From an optimization exercise on the open Yosys and OpenROAD flow, aimed at a short achievable clock period and few clock cycles; shortcuts taken in it are not production practice. Function was checked by simulation only, so behaviour that the tests miss may differ from the original. Power figures rest on the tool's default switching activity, not on a simulated workload.

==> inputs of wip/amber <==
// core_top
module core_top
(
    input  wire                 CLK,
    input  wire                 rst_n,
    input  wire                 mem_req_ready,
    input  wire core_pkg::mem_rsp_t       mem_rsp,
    input  wire                 mem_rsp_valid,
    input  wire                 out_ready,
    output core_pkg::mem_req_t            mem_req,
    output logic                mem_req_valid,
    output logic [32-1:0]  out_data,
    output logic                out_valid,
    output logic                halted
);
    localparam int IBD = 4;   
    localparam int TQD = 4;   
    localparam int NB  = 4;   
    function automatic logic br_eval(input logic [2:0] c, input logic z, input logic n);
        case (c)
            3'd0:    br_eval = 1'b0;
            3'd1:    br_eval = 1'b1;
            3'd2:    br_eval = z;
            3'd3:    br_eval = !z;
            3'd4:    br_eval = !z && !n;
            3'd5:    br_eval = n;
            3'd6:    br_eval = !n;
            default: br_eval = z || n;
        endcase
    endfunction
    function automatic logic writes_r5(input logic [15:0] i);
        logic wr;
        wr = 1'b0;
        if (!i[15]) begin
            case (i[14:11])
                4'b0000: wr = (i[4:0] == 5'b10000) || (i[4:0] == 5'b10001) || (i[4:0] == 5'b10010) ||
                              (i[4:0] == 5'b11000) || (i[4:0] == 5'b11001);
                4'b0001, 4'b0010, 4'b0100, 4'b0101, 4'b0110, 4'b0111: wr = 1'b1;
                default: wr = 1'b0;
            endcase
        end
        writes_r5 = wr && (i[10:8] == 3'd5);
    endfunction
    function automatic logic [7:0] onehot(input logic [2:0] r);
        onehot = 8'b1 << r;
    endfunction
  ...
clock: 15.0 ns
lec_check: 0
abc_clock_period_in_ps: 4000
cap_margin: 20
core_margin: 2
core_utilization: 50
slew_margin: 20
tns_end_percent: 100
standard.sh (not shown) runs the stock make flow with config.mk's settings and CLKGATE_MAP_FILE= SYNTH_SCRIPT=/design/flow/synth_recipe.tcl, a recipe that flattens the netlist after the stock synthesis.
==> flow/flow/run.sh <==
#!/bin/bash
# Own flow: the standard layout (standard.sh), run with a larger setup
# slack margin for ORFS's repair_timing so that the resizer keeps working on
# paths well below the design's clock period. The SDC, the synthesis and
# every other step are the standard ones.
set -euo pipefail
MARGIN=${MARGIN:-11}
sed -e "s/CLKGATE_MAP_FILE= /CLKGATE_MAP_FILE= SETUP_SLACK_MARGIN=${MARGIN} /" standard.sh > standard_margin.sh
grep -q "SETUP_SLACK_MARGIN=${MARGIN}" standard_margin.sh
bash standard_margin.sh > flow_make.log 2>&1
==> inputs of wip/xenon, as changes to wip/amber <==
--- a/flow/design.v
+++ b/flow/design.v
@@ -263,14 +263,12 @@
     logic [31:0] regs [8];
     always_comb begin
         for (int i = 0; i < 8; i++) begin
             for (int l = 0; l < 4; l++) begin
                 if (e_we && e_ws[i] && e_be[l]) begin
                     nxt_em[32*i+8*l +: 8] = e_wd[8*l +: 8];
-                end else if (m_we && m_ws[i] && m_be[l]) begin
-                    nxt_em[32*i+8*l +: 8] = m_wd[8*l +: 8];
                 end else begin
                     nxt_em[32*i+8*l +: 8] = regs[i][8*l +: 8];
                 end
                 if (e_we && e_ws[i] && e_be[l]) begin
                     nxt[32*i+8*l +: 8] = e_wd[8*l +: 8];
                 end else if (l_we && l_ws[i] && (l_hi == l[1]) && l_bm[l[0]]) begin
@@ -418,12 +416,14 @@
     logic         sk_store;
     logic [2:0]   sk_dst;
     logic         sk_hi;
     logic [1:0]   sk_bm;
     logic         osk_v;              
     logic [31:0]  osk_data;
+    logic         out_load;           
+    logic [31:0]  out_new;
     logic [3:0]   tq_fetch;
     logic [3:0]   tq_live;
     logic [11:0]  tq_pc  [TQD];
     logic [2:0]   tq_dst [TQD];
     logic [3:0]   tq_hi;
     logic [3:0]   tq_val;
@@ -528,23 +528,26 @@
     logic         e_ofire;
     logic         o_free;
     logic         halt_now;
     logic [7:0]   busy_rr;
     logic         rr_haz;
     logic         rr_adv;
-    assign busy_rr  = busy | (m2_v ? m2_sd : 8'b0) | ((ex_v && (e_mul || e_ld)) ? sd : 8'b0);
+    assign busy_rr  = busy | (m2_v ? m2_sd : 8'b0) | ((m3_v && (m3_be != 4'd0)) ? m3_sd : 8'b0) |
+                      ((ex_v && (e_mul || e_ld)) ? sd : 8'b0);
     assign rr_haz   = (ib_ctl[0][C_RDA] && |(s0 & busy_rr)) || (ib_ctl[0][C_RDB] && |(s1 & busy_rr));
     assign haz      = 1'b0;
     assign tq_ok    = (tq_cnt + {2'b0, rq_read} + {2'b0, sk_v && sk_load}) <= 3'(TQD - 1);
     assign e_can    = ir_v && !halted;
     assign e_fire   = e_can && !e_end && (!(e_ld || e_st) || (!sk_v && (!e_ld || tq_ok))) &&
                       (!e_out || !osk_v);
     assign rr_adv   = ib_v[0] && !halted && (!ex_v || e_fire) && !rr_haz && !e_redir;
     assign e_data   = e_fire && (e_ld || e_st);
     assign e_ofire  = e_fire && e_out;
     assign o_free   = !out_valid || out_ready;
+    assign out_load = o_free && (osk_v || e_ofire);
+    assign out_new  = osk_v ? osk_data : ra;
     assign halt_now = ir_v && e_end && !halted && !sk_v && !osk_v && o_free &&
                       (!(mem_req_valid && rq_store) || mem_req_ready);
     logic         e_take;
     logic         e_redir;
     logic [11:0]  e_tgt;
     logic         haz5;
@@ -568,13 +571,36 @@
     end
     assign rsp_pc1 = tq_pc[tq_head] + 12'd1;
     assign d_pt    = rw[15] && pv[rw[14:12]];
     assign bp_h    = tq_bp[tq_head];
     assign d_redir = rsp_ins && (bp_h ? !d_pt : d_pt);
     assign d_tgt   = bp_h ? rsp_pc1 : rw[11:0];
-    assign kill    = e_redir || d_redir;
+    logic         rr_chk;
+    logic         rr_z;
+    logic [2:0]   rr_c;
+    logic         rr_known;
+    logic         rr_take;
+    logic         rr_redir;
+    logic [11:0]  rr_tgt;
+    assign rr_chk = ib_v[0] && ib_ctl[0][C_BR] && e_fire && ec[C_SUB] && ex_wr5;
+    assign rr_z   = (opA == opB);
+    assign rr_c   = ib_ins[0][14:12];
+    always_comb begin
+        case (rr_c)
+            3'd0:    begin rr_known = 1'b1; rr_take = 1'b0; end
+            3'd1:    begin rr_known = 1'b1; rr_take = 1'b1; end
+            3'd2:    begin rr_known = 1'b1; rr_take = rr_z; end
+            3'd3:    begin rr_known = 1'b1; rr_take = !rr_z; end
+            3'd4:    begin rr_known = rr_z; rr_take = 1'b0; end
+            3'd5:    begin rr_known = rr_z; rr_take = 1'b0; end
+            default: begin rr_known = rr_z; rr_take = 1'b1; end
+        endcase
+    end
+    assign rr_redir = rr_chk && rr_known && (rr_take != ib_pred[0]);
+    assign rr_tgt   = rr_take ? ib_ins[0][11:0] : ib_pc1[0];
+    assign kill    = e_redir || rr_redir || d_redir;
     always_comb begin
         bt_hit = 1'b0;
         bt_t   = 12'd0;
         for (int i = 0; i < NB; i++) begin
             if (bt_v[i] && bt_pc[i] == fpc) begin
                 bt_hit = 1'b1;
@@ -663,25 +689,29 @@
     logic         fetch_ok;
     logic [11:0]  fpc_next;
     logic [2:0]   ib_n;
     logic [28:0]  e_req;
     assign ib_n      = 3'(ib_v[0]) + 3'(ib_v[1]) + 3'(ib_v[2]) + 3'(ib_v[3]);
     assign credit_ok = ({1'b0, ib_n} + {1'b0, lf_cnt} + {3'b0, mem_req_valid && rq_fetch}) <= 4'(IBD - 1);
-    assign fetch_ok  = (credit_ok || e_redir) && tq_ok;
+    assign fetch_ok  = (credit_ok || e_redir || rr_redir) && tq_ok;
     assign e_req     = e_ld ? {ra[11:0], 16'h0, 1'b0} : {rb[11:0], ff[0] ? ra[31:16] : ra[15:0], 1'b1};
+    logic         d_take;
+    logic [11:0]  fpc_nod;            
     always_comb begin
         if (e_redir) begin
-            fpc_next = e_tgt;
-        end else if (d_redir) begin
-            fpc_next = d_tgt;
+            fpc_nod = e_tgt;
+        end else if (rr_redir) begin
+            fpc_nod = rr_tgt;
         end else if (acc && rq_fetch) begin
-            fpc_next = bt_hit ? bt_t : fpc + 12'd1;
+            fpc_nod = bt_hit ? bt_t : fpc + 12'd1;
         end else begin
-            fpc_next = fpc;
+            fpc_nod = fpc;
         end
     end
+    assign d_take   = d_redir && !e_redir && !rr_redir;
+    assign fpc_next = d_take ? d_tgt : fpc_nod;
     always_ff @(posedge CLK or negedge rst_n) begin
         if (!rst_n) begin
             fpc           <= 12'h008;
             mem_req_valid <= 1'b0;
             rq_fetch      <= 1'b0;
             rq_load       <= 1'b0;
@@ -751,23 +781,35 @@
                 rq_fetch      <= 1'b0;
                 rq_load       <= 1'b0;
                 rq_store      <= 1'b0;
             end
         end
     end
+    logic [28:0]  req_nod;            
+    logic         fetch_slot;
+    logic [28:0]  dq;
     always_ff @(posedge CLK) begin
-        if (!(halted || halt_now) && !cur_pend) begin
-            if (sk_v) begin
-                mem_req <= sk_req;
-            end else if (e_data) begin
-                mem_req <= e_req;
-            end else if (fetch_ok) begin
-                mem_req <= {fpc_next, 16'h0, 1'b0};
-            end
+        if (!cur_pend) begin
+            dq <= sk_v ? sk_req : e_req;
+        end
+    end
+    always_comb begin
+        if (cur_pend) begin
+            req_nod = dq;
+        end else if (sk_v) begin
+            req_nod = sk_req;
+        end else if (e_data) begin
+            req_nod = e_req;
+        end else begin
+            req_nod = {fpc_nod, 16'h0, 1'b0};
         end
     end
+    assign fetch_slot = !cur_pend && !sk_v && !e_data && fetch_ok;
+    always_ff @(posedge CLK) begin
+        mem_req <= (fetch_slot && d_take) ? {d_tgt, 16'h0, 1'b0} : req_nod;
+    end
     logic tq_push;
     logic tq_pop;
     assign tq_push = acc && (rq_fetch || rq_load);
     assign tq_pop  = rsp_v;
     always_ff @(posedge CLK or negedge rst_n) begin
         if (!rst_n) begin
@@ -818,29 +860,34 @@
             tq_dst[tq_tail] <= rq_dst;
         end
     end
     logic           ib_push;
     logic [IBD-1:0] v_sh;             
     logic [IBD-1:0] slot;             
-    assign ib_push = rsp_ins && !e_redir;
+    assign ib_push = rsp_ins && !e_redir && !rr_redir;
     assign v_sh    = rr_adv ? {1'b0, ib_v[IBD-1:1]} : ib_v;
     assign slot    = ~v_sh & {v_sh[IBD-2:0], 1'b1};
     always_ff @(posedge CLK or negedge rst_n) begin
         if (!rst_n) begin
             ib_v    <= '0;
             ib_pred <= '0;
             ib_wr5  <= '0;
             ib_bp   <= '0;
         end else begin
             if (e_redir) begin
                 ib_v <= '0;
+            end else if (rr_redir) begin
+                ib_v <= rr_adv ? '0 : {{(IBD-1){1'b0}}, 1'b1};
             end else begin
                 ib_v <= v_sh | (ib_push ? slot : '0);
             end
+            if (rr_redir && !rr_adv) begin
+                ib_pred[0] <= rr_take;
+            end
             for (int i = 0; i < IBD; i++) begin
-                if (ib_push && slot[i]) begin
+                if (slot[i]) begin
                     ib_pred[i] <= d_pt;
                     ib_wr5[i]  <= writes_r5(rw);
                     ib_bp[i]   <= bp_h;
                 end else if (rr_adv && i < IBD - 1) begin
                     ib_pred[i] <= ib_pred[i+1];
                     ib_wr5[i]  <= ib_wr5[i+1];
@@ -848,13 +895,13 @@
                 end
             end
         end
     end
     always_ff @(posedge CLK) begin
         for (int i = 0; i < IBD; i++) begin
-            if (ib_push && slot[i]) begin
+            if (slot[i]) begin
                 ib_ins[i] <= rw;
                 ib_ctl[i] <= decode(rw);
                 ib_s0[i]  <= rw[15] ? onehot(3'd5) : onehot(rw[7:5]);
                 ib_s1[i]  <= onehot(rw[4:2]);
                 ib_sd[i]  <= onehot(rw[10:8]);
                 ib_pc1[i] <= rsp_pc1;
@@ -880,13 +927,13 @@
     always_ff @(posedge CLK) begin
         if (rr_adv) begin
             ex_w    <= ib_ins[0];
             ex_ctl  <= ib_ctl[0];
             ex_sd   <= ib_sd[0];
             ex_pc1  <= ib_pc1[0];
-            ex_pred <= ib_pred[0];
+            ex_pred <= rr_redir ? rr_take : ib_pred[0];
             ex_bp   <= ib_bp[0];
             ex_wr5  <= ib_wr5[0];
             opA     <= opA_n;
             opB     <= opB_n;
         end
     end
@@ -943,21 +990,15 @@
         end
         if (m2_v) begin
             m3_r  <= mt_r;
             m3_sd <= m2_sd;
             m3_be <= m3_be_n;
         end
-        if (!o_free) begin
-            if (e_ofire) begin
-                osk_data <= ra;
-            end
-        end else if (osk_v) begin
-            out_data <= osk_data;
-            if (e_ofire) begin
-                osk_data <= ra;
-            end
-        end else if (e_ofire) begin
-            out_data <= ra;
+        if (e_ofire && (!o_free || osk_v)) begin
+            osk_data <= ra;
+        end
+        if (out_load) begin
+            out_data <= out_new;
         end
     end
 endmodule
 `default_nettype wire
- CORE_UTILIZATION: 50 -> 45
==> summary of the runs <==
wip/amber completed with no timing, DRC or antenna violations. wip/xenon reached the layout checks and failed them: max-capacitance violations, max-slew violations. Against wip/xenon, the synthesized cell count of wip/amber is larger by 1.9%. Of wip/xenon and wip/amber, wip/amber has the higher non-clock buffer count (gap 109). Between wip/xenon and wip/amber, the lower register-to-register slack is in wip/amber (gap 0.54 ns). Of wip/xenon and wip/amber, wip/xenon has the higher worst hold slack (gap 0.0015 ns). Against wip/xenon, the die area of wip/amber is lower by about 10%. Design area: wip/xenon is lower than wip/amber (about 1.1%).
==> figures <==
Run status: wip/xenon failed layout checks; wip/amber no timing/DRC/antenna violations
Violated checks: wip/xenon max-capacitance violations, max-slew violations; wip/amber -
Post-synthesis xor/xnor area fraction: wip/xenon 0.0445; wip/amber 0.0501
Post-Route Skew: wip/xenon 0.0611 ns; wip/amber 0.0300 ns
Syn nets: wip/xenon 8552; wip/amber 8704
Reg2Reg Setup Slack: wip/xenon 10.56 ns; wip/amber 10.02 ns
GR Layer Usage met1: wip/xenon 0.536; wip/amber 0.568
Average routed wire per standard cell: wip/xenon 34.4 um; wip/amber 36.0 um
Peak ir drop on the vdd network: wip/xenon 0.157 mV; wip/amber 0.143 mV
Max-slew violations: wip/xenon 4; wip/amber 0
CTS Sinks: wip/xenon 1265; wip/amber 1236
Share of power burned in the clock network: wip/xenon 0.265; wip/amber 0.321
Global-route wire length before repair: wip/xenon 528000 um; wip/amber 543000 um
Clock network area share: wip/xenon 0.0472; wip/amber 0.0439
Register bit count reported by yosys: wip/xenon 1265; wip/amber 1236
Testbench counts of wip/amber, summed over its fixed seeds: cycles 75,937.
Testbench counts of wip/xenon, summed over its fixed seeds: cycles 76,069.

[re-timing with driven ports]
No port has a modelled driver above. Below, the same layouts with a new extraction and two added sets of constraints. Step 1 sets driving cells, clkbuf_16 on the clock port and buf_2 on the other inputs (assumed; they add their load-dependent delay and slew). Step 2 moves the port delays by t, midway between the first and last clock arrival at a register: inputs arrive t later, outputs are due t later. That takes back most of the time a late clock gives input paths. Three values: ideal, step 1, step 2; two values: the first two.
run | t (ns) | slack for setup (ns) | worst hold slack (ns) | worst data-port slew with drivers (ns)
wip/amber | 0.910 | 10.016 / 10.016 / 9.198 | 0.418 / 0.418 / 0.418 | 0.30
wip/xenon | 0.913 | 10.550 / 10.476 / 9.664 | 0.419 / 0.419 / 0.419 | 0.08
For wip/xenon, which loses most, drivers alone change the setup slack by -0.074 ns; drivers and shift together by -0.886 ns.
